Source: an optimization exercise on an open RTL-to-GDS flow (aim: small area, a short achievable clock period and few clock cycles per item). Production flows keep margins and buffers that such runs may drop. In this exercise RTL edits were held to simulation tests only and were not proved equivalent to the original. Power figures rest on the tool's default switching activity, not on a simulated workload.

job 101:
Design heap_alloc_top, start of the top module:
module heap_alloc_top (
  input  logic        clk_i,
  input  logic        rst_ni,
  input  logic        req_valid_i,
  input  logic        req_is_alloc_i,
  input  logic [15:0] req_size_i,
  input  logic [15:0] req_addr_i,
  output logic        req_ready_o,
  output logic        res_valid_o,
  output logic [15:0] res_addr_o,
  input  logic        res_ready_i
);
make LEC_CHECK=0 CAP_MARGIN=20 CORE_MARGIN=2 CORE_UTILIZATION=55 SETUP_SLACK_MARGIN=0.2 SLEW_MARGIN=20 SYNTH_HIERARCHICAL=1 SYNTH_MINIMUM_KEEP_SIZE=0 finish   # period 6.0 ns
run.sh (not shown) runs the stock make flow with config.mk's settings and CLKGATE_MAP_FILE= SYNTH_SCRIPT=/design/flow/synth_recipe.tcl, a recipe that flattens the netlist after the stock synthesis.
Testbench counts of job 101, summed over its fixed seeds: cycles 8,016, ops 8,000.
Modified inputs, job 102 compared to job 101
--- a/flow/design.v
+++ b/flow/design.v
@@ -100,36 +100,14 @@
         g[i] = g[i] | (p[i] & g[i-d]);
         p[i] = p[i] & p[i-d];
       end
     end
   end
   assign ge = ~(s[9] ^ t[9] ^ g[8]);
 endmodule
-module heap_add8 (
-  input  logic [7:0] a,
-  input  logic [7:0] b,
-  output logic [7:0] s
-);
-  logic [7:0] x, g, p;
-  assign x = a ^ b;
-  always_comb begin
-    g = a & b;
-    p = a | b;
-    for (int d = 1; d < 8; d = d * 2) begin
-      for (int i = 7; i >= d; i--) begin
-        g[i] = g[i] | (p[i] & g[i-d]);
-        p[i] = p[i] & p[i-d];
-      end
-    end
-  end
-  assign s[0] = x[0];
-  for (genvar i = 1; i < 8; i++) begin : g_sum
-    assign s[i] = x[i] ^ g[i-1];
-  end
-endmodule
 `timescale 1ns/1ps
 module heap_alloc_top (
   input  logic        clk_i,
   input  logic        rst_ni,
   input  logic        req_valid_i,
   input  logic        req_is_alloc_i,
   input  logic [15:0] req_size_i,
@@ -196,14 +174,16 @@
     for (int d = 1; d < NP; d = d * 2) begin
       for (int i = NP - 1; i >= d; i--) y[i] = y[i] | y[i-d];
     end
     pre_or16 = y;
   endfunction
   logic       in_v_q, in_alloc_q;
   logic [7:0] in_n_q;    
+  logic [5:0] in_q1_q;   
+  logic [5:0] in_q3_q;   
   logic       go;
   logic [7:0] n_sat;
   logic [15:0] cmp_q;    
   logic [15:0] cmp_d;
   assign req_ready_o = ~in_v_q | go;
   assign n_sat       = (req_size_i > 16'd248) ? 8'hFF : req_size_i[7:0];
   always_ff @(posedge clk_i) begin
@@ -213,35 +193,38 @@
       in_v_q <= (req_valid_i & req_ready_o) | (in_v_q & ~go);
     end
   end
   always_ff @(posedge clk_i) begin
     if (req_valid_i & req_ready_o) begin
       in_alloc_q <= req_is_alloc_i;
       in_n_q     <= req_is_alloc_i ? n_sat : (req_addr_i[7:0] - 8'h20);
+      in_q1_q    <= {1'b0, n_sat[7:3]} + 6'd1;
+      in_q3_q    <= {1'b0, n_sat[7:3]} + 6'd3;
       cmp_q      <= cmp_d;
     end
   end
   logic [2:0] r;
   logic [8:0] n8;   
   assign r  = in_n_q[2:0];
-  assign n8 = {in_n_q[7:3] + 6'd1, r};
+  assign n8 = {in_q1_q, r};
   logic [NS-1:0] h_q, f_q;
   logic [2:0]    off_q [NS];
   logic [7:0]    sz_q  [NP];
-  logic [NP-1:0] pf, pw, fitp, selp;
+  logic [NP-1:0] pf, pw, fitp, selp, cp;
   logic [2:0]    offf [NP];
   logic          any;
   logic [NS-1:0] s1;
   always_comb begin
     logic [NP-1:0] seen;
     for (int k = 0; k < NP; k++) begin
       pf[k]   = f_q[2*k] | f_q[2*k+1];
       pw[k]   = f_q[2*k+1];
       offf[k] = pw[k] ? off_q[2*k+1] : off_q[2*k];
       fitp[k] = pf[k] & cmp_q[k];
+      cp[k]   = gt3(offf[k], ~r);   
     end
     seen = pre_or16(fitp);
     selp[0] = fitp[0];
     for (int k = 1; k < NP; k++) selp[k] = fitp[k] & ~seen[k-1];
     any = seen[NP-1];
     for (int k = 0; k < NP; k++) begin
       s1[2*k]   = selp[k] & ~pw[k];
@@ -299,24 +282,23 @@
       k_sel = k_sel | ({4{selp[k]}} & 4'(k));
       st_p  = st_p | ({8{pf_pdec[k]}} & {4'(k), pw[k], offf[k]});
     end
   end
   assign st = {k_sel, w_sel, o_sel};
   logic          split;
   logic [2:0]    rem_off;
-  logic [7:0]    rem;
-  logic [NS-1:0] rem_dec;
+  logic [NS-1:0] u, rem_dec;
   logic [NP-1:0] rem_pdec;
-  logic [5:0] q3;
-  assign q3    = in_n_q[7:3] + 6'd3;   
-  assign split = any & ~q3[5] & ge8(s_sel, {q3[4:0], r});
-  assign rem_off = rem[2:0];
-  heap_add8 rem_add_i (.a(st), .b(n8[7:0]), .s(rem));   
+  assign split   = any & ~in_q3_q[5] & ge8(s_sel, {in_q3_q[4:0], r});
+  assign rem_off = o_sel + r;
   always_comb begin
-    for (int i = 0; i < NS; i++) rem_dec[i] = (rem[7:3] == 5'(i));
+    for (int i = 0; i < NS; i++) begin
+      u[i] = (s1[i] & ~cp[i/2]) | ((i > 0) ? (s1[(i+NS-1)%NS] & cp[((i+NS-1)%NS)/2]) : 1'b0);
+    end
+    rem_dec = u << in_q1_q;
     for (int k = 0; k < NP; k++) rem_pdec[k] = rem_dec[2*k] | rem_dec[2*k+1];
   end
   logic [7:0] sub_a, sub_b, sz_wdata;
   assign sub_a    = in_alloc_q ? s_sel : e8;
   assign sub_b    = in_alloc_q ? n8[7:0] : (left ? st_p : in_n_q);
   heap_sub8 sub_i (.a(sub_a), .b(sub_b), .d(sz_wdata));
   logic       wr_ge;
## What came out
The lower number of fill cells in the layout came out of job 101.
Compared with job 101, job 102 shows a higher core occupancy in the finished layout.
For synthesized area, dividing the value from job 101 by the value from job 102 gives 0.834.
Taking job 101 as the reference, in job 102 clock-buffer cell count shows a reduction of about 6%; clock-pin slew on the worst setup and hold paths about even.
Job 102 reports a higher synthesized cell count than job 101 does.
Between job 101 and job 102, placeable core region increased.
On job 102: placed standard-cell area is about 20% higher than what job 101 gave.
Testbench counts of job 102, summed over its fixed seeds: cycles 8,016, ops 8,000.

* * *

== the reference run ==
Another version of the RTL of heap_alloc_top (not shown whole).
For scale: about 2,300 cells after synthesis, about 320 flip-flops, roughly 55 I/O pins.
// heap_alloc_top
module heap_alloc_top (
  input  logic        clk_i,
  input  logic        rst_ni,
  input  logic        req_valid_i,
  input  logic        req_is_alloc_i,
  input  logic [15:0] req_size_i,
  input  logic [15:0] req_addr_i,
  output logic        req_ready_o,
  output logic        res_valid_o,
  output logic [15:0] res_addr_o,
  input  logic        res_ready_i
);
==> flow/config.mk <==
export PLATFORM = sky130hd
export DESIGN_NAME = heap_alloc_top
export DESIGN_NICKNAME = heap_alloc_top
export VERILOG_FILES = /design/flow/design.v
export SDC_FILE = /design/flow/constraint.sdc
export NUM_CORES = 4
export LEC_CHECK = 0
export CAP_MARGIN = 20
export CORE_MARGIN = 2
export CORE_UTILIZATION = 55
export SETUP_SLACK_MARGIN = 0.2
export SLEW_MARGIN = 20
export SYNTH_HIERARCHICAL = 1
export SYNTH_MINIMUM_KEEP_SIZE = 0
==> flow/constraint.sdc <==
create_clock -name core_clock -period 6.0 [get_ports {clk_i}]
set_input_delay 1.2000 -clock core_clock [delete_from_list [all_inputs] [get_ports {clk_i}]]
set_output_delay 1.2000 -clock core_clock [all_outputs]
set_load 0.01 [all_outputs]
Testbench counts of the reference run, summed over its fixed seeds: cycles 8,016, ops 8,000.
diff inputs: the reference run => the trial run
--- a/flow/design.v
+++ b/flow/design.v
@@ -169,72 +169,74 @@
     end
     lt5 = l;
   endfunction
   function automatic logic gt3(input logic [2:0] a, input logic [2:0] b);
     gt3 = (a[2] & ~b[2]) |
           ((a[2] | ~b[2]) & a[1] & ~b[1]) |
           ((a[2] | ~b[2]) & (a[1] | ~b[1]) & a[0] & ~b[0]);
   endfunction
   function automatic logic [NS-1:0] pre_or32(input logic [NS-1:0] x);
     logic [NS-1:0] y;
     y = x;
     for (int d = 1; d < NS; d = d * 2) begin
-      for (int i = 2 * d - 1; i < NS; i += 2 * d) y[i] = y[i] | y[i-d];
-    end
-    for (int d = NS / 4; d >= 1; d = d / 2) begin
-      for (int i = 3 * d - 1; i < NS; i += 2 * d) y[i] = y[i] | y[i-d];
+      for (int i = NS - 1; i >= d; i--) y[i] = y[i] | y[i-d];
     end
     pre_or32 = y;
   endfunction
   function automatic logic [NS-1:0] suf_or32(input logic [NS-1:0] x);
-    logic [NS-1:0] y, z;
-    for (int i = 0; i < NS; i++) z[i] = x[NS-1-i];
-    z = pre_or32(z);
-    for (int i = 0; i < NS; i++) y[i] = z[NS-1-i];
+    logic [NS-1:0] y;
+    y = x;
+    for (int d = 1; d < NS; d = d * 2) begin
+      for (int i = 0; i < NS - d; i++) y[i] = y[i] | y[i+d];
+    end
     suf_or32 = y;
   endfunction
   function automatic logic [NP-1:0] pre_or16(input logic [NP-1:0] x);
     logic [NP-1:0] y;
     y = x;
     for (int d = 1; d < NP; d = d * 2) begin
       for (int i = NP - 1; i >= d; i--) y[i] = y[i] | y[i-d];
     end
     pre_or16 = y;
   endfunction
   logic       in_v_q, in_alloc_q;
   logic [7:0] in_n_q;    
+  logic [5:0] in_q1_q;   
+  logic [5:0] in_q3_q;   
   logic       go;
   logic [7:0] n_sat;
   logic [15:0] cmp_q;    
   logic [15:0] cmp_d;
   assign req_ready_o = ~in_v_q | go;
   assign n_sat       = (req_size_i > 16'd248) ? 8'hFF : req_size_i[7:0];
   always_ff @(posedge clk_i) begin
     if (!rst_ni) begin
       in_v_q <= 1'b0;
     end else begin
       in_v_q <= (req_valid_i & req_ready_o) | (in_v_q & ~go);
     end
   end
   always_ff @(posedge clk_i) begin
     if (req_valid_i & req_ready_o) begin
       in_alloc_q <= req_is_alloc_i;
       in_n_q     <= req_is_alloc_i ? n_sat : (req_addr_i[7:0] - 8'h20);
+      in_q1_q    <= {1'b0, n_sat[7:3]} + 6'd1;
+      in_q3_q    <= {1'b0, n_sat[7:3]} + 6'd3;
       cmp_q      <= cmp_d;
     end
   end
   logic [2:0] r;
   logic [8:0] n8;   
   assign r  = in_n_q[2:0];
-  assign n8 = {in_n_q[7:3] + 6'd1, r};
+  assign n8 = {in_q1_q, r};
   logic [NS-1:0] h_q, f_q;
   logic [2:0]    off_q [NS];
   logic [7:0]    sz_q  [NP];
   logic [NP-1:0] pf, pw, fitp, selp;
   logic [2:0]    offf [NP];
   logic          any;
   logic [NS-1:0] s1;
   always_comb begin
     logic [NP-1:0] seen;
     for (int k = 0; k < NP; k++) begin
       pf[k]   = f_q[2*k] | f_q[2*k+1];
       pw[k]   = f_q[2*k+1];
@@ -299,27 +301,25 @@
       o_sel = o_sel | ({3{selp[k]}} & offf[k]);
       w_sel = w_sel | (selp[k] & pw[k]);
       k_sel = k_sel | ({4{selp[k]}} & 4'(k));
       st_p  = st_p | ({8{pf_pdec[k]}} & {4'(k), pw[k], offf[k]});
     end
   end
   assign st = {k_sel, w_sel, o_sel};
   logic          split;
   logic [2:0]    rem_off;
   logic [7:0]    rem;
   logic [NS-1:0] rem_dec;
   logic [NP-1:0] rem_pdec;
-  logic [5:0] q3;
-  assign q3    = in_n_q[7:3] + 6'd3;   
-  assign split = any & ~q3[5] & ge8(s_sel, {q3[4:0], r});
+  assign split   = any & ~in_q3_q[5] & ge8(s_sel, {in_q3_q[4:0], r});
   assign rem_off = rem[2:0];
   heap_add8 rem_add_i (.a(st), .b(n8[7:0]), .s(rem));   
   always_comb begin
     for (int i = 0; i < NS; i++) rem_dec[i] = (rem[7:3] == 5'(i));
     for (int k = 0; k < NP; k++) rem_pdec[k] = rem_dec[2*k] | rem_dec[2*k+1];
   end
   logic [7:0] sub_a, sub_b, sz_wdata;
   assign sub_a    = in_alloc_q ? s_sel : e8;
   assign sub_b    = in_alloc_q ? n8[7:0] : (left ? st_p : in_n_q);
   heap_sub8 sub_i (.a(sub_a), .b(sub_b), .d(sz_wdata));
   logic       wr_ge;
   heap_ge3 wr_ge_i (.a(sub_a), .b(sub_b), .c(n_sat), .ge(wr_ge));
Findings:
Total power in the trial run is about 1.5% lower than in the reference run
The reference run -> the trial run: number of DRC violations after detailed routing delta 0, exact match
The run showing the greater first-pass GRT wire length is the reference run.
Diff the reference run -> the trial run: met3 layer wire length in the routed design shows a reduction of 19%, die span in y shows an increase of 1.1%, routed wire length shows a reduction of about 6.4%.
Power per standard cell area for the trial run is lower than for the reference run.
Of the two values seen for cell at the slowest stage of the critical path, o21ai_0 was produced by the trial run and xnor2_1 by the reference run.
Number of distinct library cells after synthesis in the trial run is about 3.6% lower than in the reference run
Signed area change from the synthesized netlist to the final layout ends up higher on the reference run.
Die area deteriorates in the trial run relative to the reference run.
On the trial run: effective utilization at floorplan is 0.20 points lower than what the reference run gave.
The reference run has a higher switching share of power than the trial run.
Testbench counts of the trial run, summed over its fixed seeds: cycles 8,016, ops 8,000.

[what the ideal ports hide]
Ports are ideal in the flow. The routed layouts listed here were re-timed in OpenROAD.
Step 1 assumes that a clkbuf_16 drives the clock port and a buf_2 every other input.
Step 2 also shifts input and output timing later by t, the mid clock arrival at the registers, as if the neighbouring blocks saw the same clock.
Slacks: ideal / step 1 / step 2; pairs: ideal / step 1.
| run | shift t [ns] | setup slack, ns | worst setup path after step 2 | latest minus earliest clock arrival (ns) |
|---|---|---|---|---|
| job 101 | 0.663 | 0.250 / 0.250 / 0.250 | register to register | 0.053 / 0.052 |
| job 102 | 0.647 | 0.276 / 0.276 / 0.276 | register to register | 0.033 / 0.034 |
| the reference run | 0.637 | 0.195 / 0.195 / 0.195 | register to register | 0.026 / 0.026 |
| the trial run | 0.635 | 0.186 / 0.186 / 0.186 | register to register | 0.019 / 0.019 |
After both steps every run listed still meets setup and hold.
